Source: an optimization exercise on an open RTL-to-GDS flow (aim: small area and few clock cycles per item). Production flows keep margins and buffers that such runs may drop.
Where RTL was checked, it was by simulation tests only, not by an equivalence proof against the original.
Power is estimated from default activity; no workload was simulated.

== before ==
Design vector_mac_pipe, start of the top module:
module vector_mac_pipe #(
    parameter int DATA_W = 16,
    parameter int FRAC   = 12,
    parameter int LEN    = 3
) (
    input  logic                  clk,
    input  logic                  rst,
    input  logic                  in_valid,
    output logic                  in_ready,
    input  logic [LEN*DATA_W-1:0] in_a,
    input  logic [LEN*DATA_W-1:0] in_b,
    input  logic                  in_first,
    input  logic                  in_last,
    output logic                  out_valid,
    input  logic                  out_ready,
    output logic [DATA_W-1:0]     out_data
);
    logic [15:0] acc, nxt, base;
    logic [15:0] hx, s1_hx;
    logic [14:0] hy, s1_hy;
    logic [2:0]  lc, s1_lc;    
    wire e0_0_one_n = ~(in_b[0] ^ 1'b0);
    wire e0_0_two_n = ~((in_b[1] & ~in_b[0] & ~1'b0) | (~in_b[1] & in_b[0] & 1'b0));
    wire e0_0_neg = in_b[1] & ~(in_b[0] & 1'b0);
    wire e0_0_xn0;
    vmac_xnor u_e0_0_xn0 (.a(in_a[0]), .b(e0_0_neg), .y(e0_0_xn0));
    wire e0_0_xn1;
    vmac_xnor u_e0_0_xn1 (.a(in_a[1]), .b(e0_0_neg), .y(e0_0_xn1));
    wire e0_0_xn2;
    vmac_xnor u_e0_0_xn2 (.a(in_a[2]), .b(e0_0_neg), .y(e0_0_xn2));
    wire e0_0_xn3;
    vmac_xnor u_e0_0_xn3 (.a(in_a[3]), .b(e0_0_neg), .y(e0_0_xn3));
    wire e0_0_xn4;
    vmac_xnor u_e0_0_xn4 (.a(in_a[4]), .b(e0_0_neg), .y(e0_0_xn4));
    wire e0_0_xn5;
    vmac_xnor u_e0_0_xn5 (.a(in_a[5]), .b(e0_0_neg), .y(e0_0_xn5));
    wire e0_0_xn6;
    vmac_xnor u_e0_0_xn6 (.a(in_a[6]), .b(e0_0_neg), .y(e0_0_xn6));
    wire e0_0_xn7;
  ...
==> flow/config.mk <==
export PLATFORM = sky130hd
export DESIGN_NAME = vector_mac_pipe
export DESIGN_NICKNAME = vector_mac_pipe
export VERILOG_FILES = /design/flow/design.v
export SDC_FILE = /design/flow/constraint.sdc
export NUM_CORES = 4
export LEC_CHECK = 0
export CAP_MARGIN = 20
export CORE_MARGIN = 2
export CORE_UTILIZATION = 40
export CTS_BUF_LIST = sky130_fd_sc_hd__clkbuf_8
export GPL_TIMING_DRIVEN = 0
export SLEW_MARGIN = 20
export SYNTH_HIERARCHICAL = 1
export SYNTH_MINIMUM_KEEP_SIZE = 0
==> flow/constraint.sdc <==
create_clock -name core_clock -period 7.0 [get_ports {clk}]
set_input_delay 1.4000 -clock core_clock [delete_from_list [all_inputs] [get_ports {clk}]]
set_output_delay 1.4000 -clock core_clock [all_outputs]
set_load 0.01 [all_outputs]
standard.sh (not shown) runs the stock make flow with config.mk's settings and CLKGATE_MAP_FILE= SYNTH_SCRIPT=/design/flow/synth_recipe.tcl, a recipe that flattens the netlist after the stock synthesis.
==> flow/flow/run.sh <==
#!/bin/bash
# The standard layout, with the port buffers made of the smallest buffer
# cell instead of the one buffer_ports picks by default; repair_design still
# upsizes any that need it.
set -euo pipefail
export BUFFER_PORTS_ARGS="-buffer_cell sky130_fd_sc_hd__buf_1"
bash standard.sh > standard.log 2>&1
Testbench counts of before, summed over its fixed seeds: cycles 16,639, items 16,000.
### before -> after
--- a/flow/design.v
+++ b/flow/design.v
@@ -2443,52 +2443,61 @@
     vmac_fa u_s1183 (.a(s1_hx[14]), .b(s1_hy[14]), .c(p1125), .s(s1183), .co(c1184));
     wire s1185, c1186;
     vmac_fa u_s1185 (.a(c1180), .b(s1183), .c(c1182), .s(s1185), .co(c1186));
     wire s1187, c1188;
     vmac_fa u_s1187 (.a(s1_hx[15]), .b(p1126), .c(c1184), .s(s1187), .co(c1188));
     wire [15:0] zx = {c1186, s1185, s1181, s1177, s1173, c1166, s1165, s1161, s1157, s1153, s1149, c1142, s1141, s1137, s1133, s1127};
     wire [15:0] zy = {s1187, 1'b0, 1'b0, 1'b0, 1'b0, s1169, 1'b0, 1'b0, 1'b0, 1'b0, 1'b0, s1145, 1'b0, 1'b0, 1'b0, s1129};
     assign nxt = zx + zy;
     logic s1_valid, s1_first, s1_last;
-    logic pend, zb, take, can2, out_free, move, direct;
+    logic zb, bq_valid, out_free, xfer, done;
+    logic [15:0] bq;
+    logic [1:0] occ_nx;
     assign out_free = !out_valid || out_ready;
-    assign can2     = !pend || out_free;
-    assign in_ready = !s1_valid || can2;
-    assign take     = s1_valid && can2;
-    assign move     = pend && out_free;
-    assign direct   = take && s1_last && !pend && out_free;
+    assign xfer     = out_valid && out_ready;
+    assign done     = s1_valid && s1_last;
+    assign occ_nx   = 2'(out_valid) + 2'(bq_valid) + 2'(done) - 2'(xfer);
+    assign in_ready = !in_last || !occ_nx[1];
     assign base     = (s1_first || zb) ? '0 : acc;
     always_ff @(posedge clk) begin
-        if (in_ready) begin
-            s1_hx    <= hx;
-            s1_hy    <= hy;
-            s1_lc    <= lc;
-            s1_first <= in_first;
-            s1_last  <= in_last;
-        end
+        s1_hx    <= hx;
+        s1_hy    <= hy;
+        s1_lc    <= lc;
+        s1_first <= in_first;
+        s1_last  <= in_last;
         if (rst) begin
             s1_valid  <= 1'b0;
-            pend      <= 1'b0;
             zb        <= 1'b1;
+            bq_valid  <= 1'b0;
             out_valid <= 1'b0;
         end else begin
-            if (in_ready)
-                s1_valid <= in_valid;
-            if (move)
-                out_data <= acc;
-            else if (direct)
-                out_data <= nxt;
-            out_valid <= move || direct || (out_valid && !out_ready);
-            if (take)
+            s1_valid <= in_valid && in_ready;
+            if (s1_valid) begin
                 acc <= nxt;
-            pend <= (take && s1_last && !direct) || (pend && !move);
-            if (take)
-                zb <= s1_last;
+                zb  <= s1_last;
+            end
+            if (out_free) begin
+                if (bq_valid) begin
+                    out_data  <= bq;
+                    out_valid <= 1'b1;
+                    if (done)
+                        bq <= nxt;
+                    else
+                        bq_valid <= 1'b0;
+                end else begin
+                    if (done)
+                        out_data <= nxt;
+                    out_valid <= done;
+                end
+            end else if (done) begin
+                bq       <= nxt;
+                bq_valid <= 1'b1;
+            end
         end
     end
 endmodule
 module vmac_fa (
     input  logic a,
     input  logic b,
     input  logic c,
     output logic s,
     output logic co
--- outcome ---
- The standby leakage power number comes out higher for after vs before.
- The number of vias per cell was comparable across after and before.
- Status: global-route usage parity (after, before)
- The die used by after is larger than the one used by before.
- after vs. before: number of flops mapped to enable cells by yosys went down by 19.
- after finished every step from synthesis to the final layout, and the layout passed the timing, design-rule and antenna checks.
- Against before, after reports a via count that is higher.
- On worst setup slack after placement: between after and before, it ends up lower for before.
- Register area ends up lower on before.
- Looking at after and before, the routed wire length is a wash.
The RTL of after was laid out without a check of its function.

========
Another version of the RTL of vector_mac_pipe (not shown whole).
Size: roughly 1500 cells after synthesis, roughly 71 flip-flops, ~120 I/O pins, ~0.017 sq mm of cells after synthesis.
==> module vmac_enc, before the edit <==
module vmac_enc (
    input  logic b2,
    input  logic b1,
    input  logic b0,
    output logic one_n,
    output logic two_n,
    output logic neg,
    output logic neg_n
);
    vmac_xnor u_one (.a(b1), .b(b0), .y(one_n));
    assign two_n = ~((b2 ^ b1) & one_n);
    assign neg_n = ~(b2 & ~(one_n & b1));
    assign neg   = ~neg_n;
endmodule
clock: 7.0 ns
lec_check: 0
cap_margin: 20
core_margin: 2
core_utilization: 40
cts_buf_list: sky130_fd_sc_hd__clkbuf_8
gpl_timing_driven: 0
slew_margin: 20
synth_hierarchical: 1
synth_minimum_keep_size: 0
Scripts as last shown in full above: flow/flow/run.sh
Rerun with:
--- a/flow/design.v
+++ b/flow/design.v
@@ -2503,9 +2503,9 @@
     output logic two_n,
     output logic neg,
     output logic neg_n
 );
     vmac_xnor u_one (.a(b1), .b(b0), .y(one_n));
-    assign two_n = ~((b2 ^ b1) & one_n);
-    assign neg_n = ~(b2 & ~(one_n & b1));
+    assign two_n = ~((b2 & ~b1 & ~b0) | (~b2 & b1 & b0));
+    assign neg_n = ~(b2 & ~(b1 & b0));
     assign neg   = ~neg_n;
 endmodule
=>
- design area went down by 0.56%
- synthesized area climbs by 0.35%
- final cell count goes up by 1.4%
- global-route usage fell by 0.23 points
- core utilization went down by 0.35 points
- non-clock buffer count came out lower by 12
- wire length went down by 1.1%
Function was not checked in any run of this note: the RTL went through the layout flow alone.

## separate check: timing with driven ports
The results above use ideal ports. As a check the final layouts listed here were re-extracted and re-timed, cells and wires unchanged.
Step 1 assumes that a clkbuf_16 drives the clock port and a buf_2 every other input.
Step 2 times the ports against the registers' clock, not the clock port: input delays grow and output delays shrink by t, the midpoint of the rising clock arrivals with the driver on.
Three values: no drivers, after step 1, after step 2; two values: the first two.
| run | shift t [ns] | setup WS [ns] | latest minus earliest clock arrival (ns) |
|---|---|---|---|
| before | 0.373 | 0.492 / 0.503 / 0.130 | 0.011 / 0.012 |
| after | 0.382 | 0.656 / 0.670 / 0.289 | 0.011 / 0.011 |
| the first run of note 2 | 0.377 | 0.214 / 0.223 / -0.154 | 0.006 / 0.006 |
| the second run of note 2 | 0.381 | 0.585 / 0.596 / 0.215 | 0.010 / 0.010 |
Met with ideal ports but missed after step 2: setup timing in the first run of note 2. For the second run of note 2, which loses most, drivers alone change the setup slack by +0.011 ns; drivers and shift together by -0.370 ns.
